What follows belongs to an exercise in optimizing a design on an open flow for small area, a short achievable clock period and few clock cycles per item; a production flow would make more cautious choices.
Function was checked by simulation only, so behaviour that the tests miss may differ from the original.

## 01-27
==> flow/design.v (excerpt) <==
module face_track_associator #(
  parameter int unsigned MAX_FACES = fta_pkg::MAX_FACES_DEF
) (
  input  logic                        clk_i,
  input  logic                        rst_ni,
  input  logic                        in_valid,
  output logic                        in_ready,
  input  logic                        in_func,
  input  logic [fta_pkg::COORD_W-1:0] in_det_x,
  input  logic [fta_pkg::COORD_W-1:0] in_det_y,
  input  logic [fta_pkg::COORD_W-1:0] in_det_width,
  input  logic [fta_pkg::COORD_W-1:0] in_det_height,
  input  logic                        in_passes_check,
  output logic                        out_valid,
  input  logic                        out_ready,
  output logic                        out_result_kind,
  output logic                        out_matched,
  output logic [fta_pkg::COORD_W-1:0] out_kept_x,
  output logic [fta_pkg::COORD_W-1:0] out_kept_y,
  output logic                        out_stored,
  output logic                        out_overflow,
  output logic [fta_pkg::TRACK_W-1:0] out_tracked_count,
  input  logic                        psel,
  input  logic                        penable,
  input  logic                        pwrite,
  input  logic [fta_pkg::APB_AW-1:0]  paddr,
  input  logic [fta_pkg::APB_DW-1:0]  pwdata,
  output logic [fta_pkg::APB_DW-1:0]  prdata,
  output logic                        pready
);
  localparam int unsigned N  = 16;
  localparam int unsigned CW = fta_pkg::COORD_W;
  localparam int unsigned TW = fta_pkg::THRESH_W;
  localparam int unsigned FB = 6;                
  localparam int unsigned RW = 1 + 1 + CW + CW + 1 + 1 + fta_pkg::TRACK_W;
  logic [TW-1:0] num_q, den_q, den1_q;
  logic          den_zero_q;
  assign pready = 1'b1;
  always_ff @(posedge clk_i or negedge rst_ni) begin
  ...
Size: roughly 7700 cells after synthesis, about 1400 flip-flops, about 160 I/O pins, ~92000 µm² of cells after synthesis.
Settings: LEC_CHECK=0, CAP_MARGIN=20, CORE_MARGIN=2, CORE_UTILIZATION=40, CTS_BUF_LIST=sky130_fd_sc_hd__clkbuf_8, SETUP_SLACK_MARGIN=1.5, SLEW_MARGIN=20; clock period 8.5 ns.
run.sh (not shown) runs the stock make flow with config.mk's settings and CLKGATE_MAP_FILE= SYNTH_SCRIPT=/design/flow/synth_recipe.tcl, a recipe that flattens the netlist after the stock synthesis.
Testbench counts of 01-27, summed over its fixed seeds: cycles 4,672, items 3,950.
--- input diff 01-27..07-23 ---
-- flow/design.v --
<<< 01-27, line 73
  localparam int unsigned CW = fta_pkg::COORD_W;
  localparam int unsigned TW = fta_pkg::THRESH_W;
  localparam int unsigned FB = 6;                
  localparam int unsigned RW = 1 + 1 + CW + CW + 1 + 1 + fta_pkg::TRACK_W;
  logic [TW-1:0] num_q, den_q, den1_q;
>>> 07-23, line 73
  localparam int unsigned CW = fta_pkg::COORD_W;
  localparam int unsigned TW = fta_pkg::THRESH_W;
  localparam int unsigned FB = 8;                
  localparam int unsigned RW = 1 + 1 + CW + CW + 1 + 1 + fta_pkg::TRACK_W;
  logic [TW-1:0] num_q, den_q, den1_q;
<<< 01-27, line 103
    for (int b = 0; b < TW; b++) if (v[b]) msb_of = 4'(b);
  endfunction
  localparam int unsigned NW = TW + FB;          
  function automatic logic [2*FB-1:0] window(input logic [FB-1:0] c, input logic [NW-1:0] nv,
                                             input logic [3:0] md, input logic all);
    logic [NW-1:0] q;
    logic [FB:0]   bnd, lo, hi;
    q   = nv >> md;
    bnd = (q >= NW'(1 << FB) - 1) ? {(FB+1){1'b1}} : (FB+1)'(q) + (FB+1)'(1);
    lo  = ((FB+1)'(c) >= bnd) ? (FB+1)'(c) - bnd : '0;
    hi  = (FB+1)'(c) + bnd;
>>> 07-23, line 103
    for (int b = 0; b < TW; b++) if (v[b]) msb_of = 4'(b);
  endfunction
  function automatic logic [2*FB-1:0] window(input logic [FB-1:0] c, input logic [TW+CW-1:0] nv,
                                             input logic [3:0] md, input logic all);
    logic [TW+CW-1:0] q;
    logic [FB:0]      bnd, lo, hi;
    q   = nv >> (md + 4'd4);
    bnd = (q >= (TW+CW)'(1 << FB) - 1) ? {(FB+1){1'b1}} : (FB+1)'(q) + (FB+1)'(1);
    lo  = ((FB+1)'(c) >= bnd) ? (FB+1)'(c) - bnd : '0;
    hi  = (FB+1)'(c) + bnd;
<<< 01-27, line 117
  logic          p_v_q, p_func_q, p_pass_q;
  logic [CW-1:0] p_x_q, p_y_q, p_w_q, p_h_q;
  logic [NW-1:0] p_nw_q, p_nh_q;                 
  logic [TW+CW-1:0] nw_in, nh_in;
  logic [3:0]    mden;
  logic [FB-1:0] lox_p, hix_p, loy_p, hiy_p;
  logic          den_zero, nocand_p, p_take;
  assign mden     = msb_of(den_q);
  assign nw_in    = (TW+CW)'(num_q) * (TW+CW)'(in_det_width);
  assign nh_in    = (TW+CW)'(num_q) * (TW+CW)'(in_det_height);
  assign den_zero = den_zero_q;
  assign nocand_p = (num_q == '0) || (p_w_q == '0) || (p_h_q == '0);
>>> 07-23, line 116
  logic          p_v_q, p_func_q, p_pass_q;
  logic [CW-1:0] p_x_q, p_y_q, p_w_q, p_h_q;
  logic [TW+CW-1:0] p_nw_q, p_nh_q;              
  logic [3:0]    mden;
  logic [FB-1:0] lox_p, hix_p, loy_p, hiy_p;
  logic          den_zero, nocand_p, p_take;
  assign mden     = msb_of(den_q);
  assign den_zero = den_zero_q;
  assign nocand_p = (num_q == '0) || (p_w_q == '0) || (p_h_q == '0);
<<< 01-27, line 158
  logic          adv;
  assign adv = !sk_v_q;
  logic [N-1:0]  pass, sv, rem, sel, pend;
  logic          fe_inflight, blk, can_issue, slot_last, a_done;
  logic [3:0]    sel_idx;
>>> 07-23, line 154
  logic          adv;
  assign adv = !sk_v_q;
  logic [N-1:0]  pass, sv, rem, rdy, sel, pend;
  logic          fe_inflight, blk, can_issue, slot_last, a_done;
  logic [3:0]    sel_idx;
<<< 01-27, line 182
  end
  assign fe_inflight = (e1_v_q && e1_func_q) || (e2_v_q && e2_func_q) || (e3_v_q && e3_func_q);
  assign blk         = (!a_func_q && fe_inflight) || ((rem & pend) != '0);
  assign can_issue   = a_v_q && adv && !blk;
  always_comb begin
>>> 07-23, line 178
  end
  assign fe_inflight = (e1_v_q && e1_func_q) || (e2_v_q && e2_func_q) || (e3_v_q && e3_func_q);
  assign rdy         = rem & ~pend;
  assign blk         = (!a_func_q && fe_inflight) || ((rem != '0) && (rdy == '0));
  assign can_issue   = a_v_q && adv && !blk;
  always_comb begin
<<< 01-27, line 189
    sel  = '0;
    for (int i = 0; i < N; i++) begin
      sel[i] = rem[i] && !seen;
      seen   = seen || rem[i];
    end
  end
>>> 07-23, line 186
    sel  = '0;
    for (int i = 0; i < N; i++) begin
      sel[i] = rdy[i] && !seen;
      seen   = seen || rdy[i];
    end
  end
<<< 01-27, line 224
      p_w_q    <= in_det_width;
      p_h_q    <= in_det_height;
      p_nw_q   <= nw_in[TW+CW-1 -: NW];
      p_nh_q   <= nh_in[TW+CW-1 -: NW];
    end
  end
>>> 07-23, line 221
      p_w_q    <= in_det_width;
      p_h_q    <= in_det_height;
      p_nw_q   <= (TW+CW)'(num_q) * (TW+CW)'(in_det_width);
      p_nh_q   <= (TW+CW)'(num_q) * (TW+CW)'(in_det_height);
    end
  end
<<< 01-27, line 328
  logic [4:0]    cnt_d;
  assign acc_found = found_q && !e3_first_q;
  assign hit       = e3_cand_q && (!acc_found || (e3_d_q < bd_q));
  assign nfound    = acc_found || hit;
  assign nidx      = hit ? e3_idx_q : bidx_q;
>>> 07-23, line 325
  logic [4:0]    cnt_d;
  assign acc_found = found_q && !e3_first_q;
  assign hit       = e3_cand_q && (!acc_found || (e3_d_q < bd_q) ||
                                    ((e3_d_q == bd_q) && (e3_idx_q < bidx_q)));
  assign nfound    = acc_found || hit;
  assign nidx      = hit ? e3_idx_q : bidx_q;
- Comparing 07-23 and 01-27, the higher total global routing track utilization is on 07-23.
- For 01-27, the end of the critical path was e2_d_q[19]$_DFFE_PN_, unlike 07-23, where it was e3_py_q[5]$_DFFE_PN_.
- Relative to 01-27, number of global-route vias before repair increased by 6.1% in 07-23.
- Summary: with 01-27 as the reference, synthesized netlist cell count in 07-23 moved up by a few percent.
- Compared to 01-27, 07-23 has synthesized-area fraction occupied by and/or/nand/nor cells 0.18 points lower.
- [compare] base=01-27 new=07-23: placeable core region increased by about 3.7% relative to the old numbers, utilization of the core after routing increased by 0.68 points relative to the old numbers, post-synthesis sequential area ratio decreased by 1.3 points relative to the old numbers, total non-filler cell area in the finished layout increased by about 5% relative to the old numbers, fraction of registers with async set or reset after synthesis closely matched the old numbers.
Testbench counts of 07-23, summed over its fixed seeds: cycles 4,638, items 3,950.

-- what the ideal ports hide --
The flow's constraints put no driver on any port. The routed layouts listed below were extracted and timed again, unchanged, in two steps. Step 1 assumes that a clkbuf_16 drives the clock port and a buf_2 every other input. Step 2, shift: input delay + t, output delay - t, t = (earliest + latest rising clock arrival at the registers) / 2. This alone moves slack from input paths to output paths. Three values: no drivers, after step 1, after step 2; two values: the first two.
run | t, ns | setup WS [ns] | worst setup path at the end | slew at the worst register clock pin (ns)
01-27 | 1.046 | 1.540 / 1.540 / 1.305 | input to register | 0.07 / 0.07
07-23 | 1.016 | 1.425 / 1.425 / 1.189 | input to register | 0.08 / 0.08
After both steps setup and hold are still met in every run listed. The setup slack of 07-23, which loses most, moves by 0.000 ns with the drivers and by -0.236 ns with both steps.
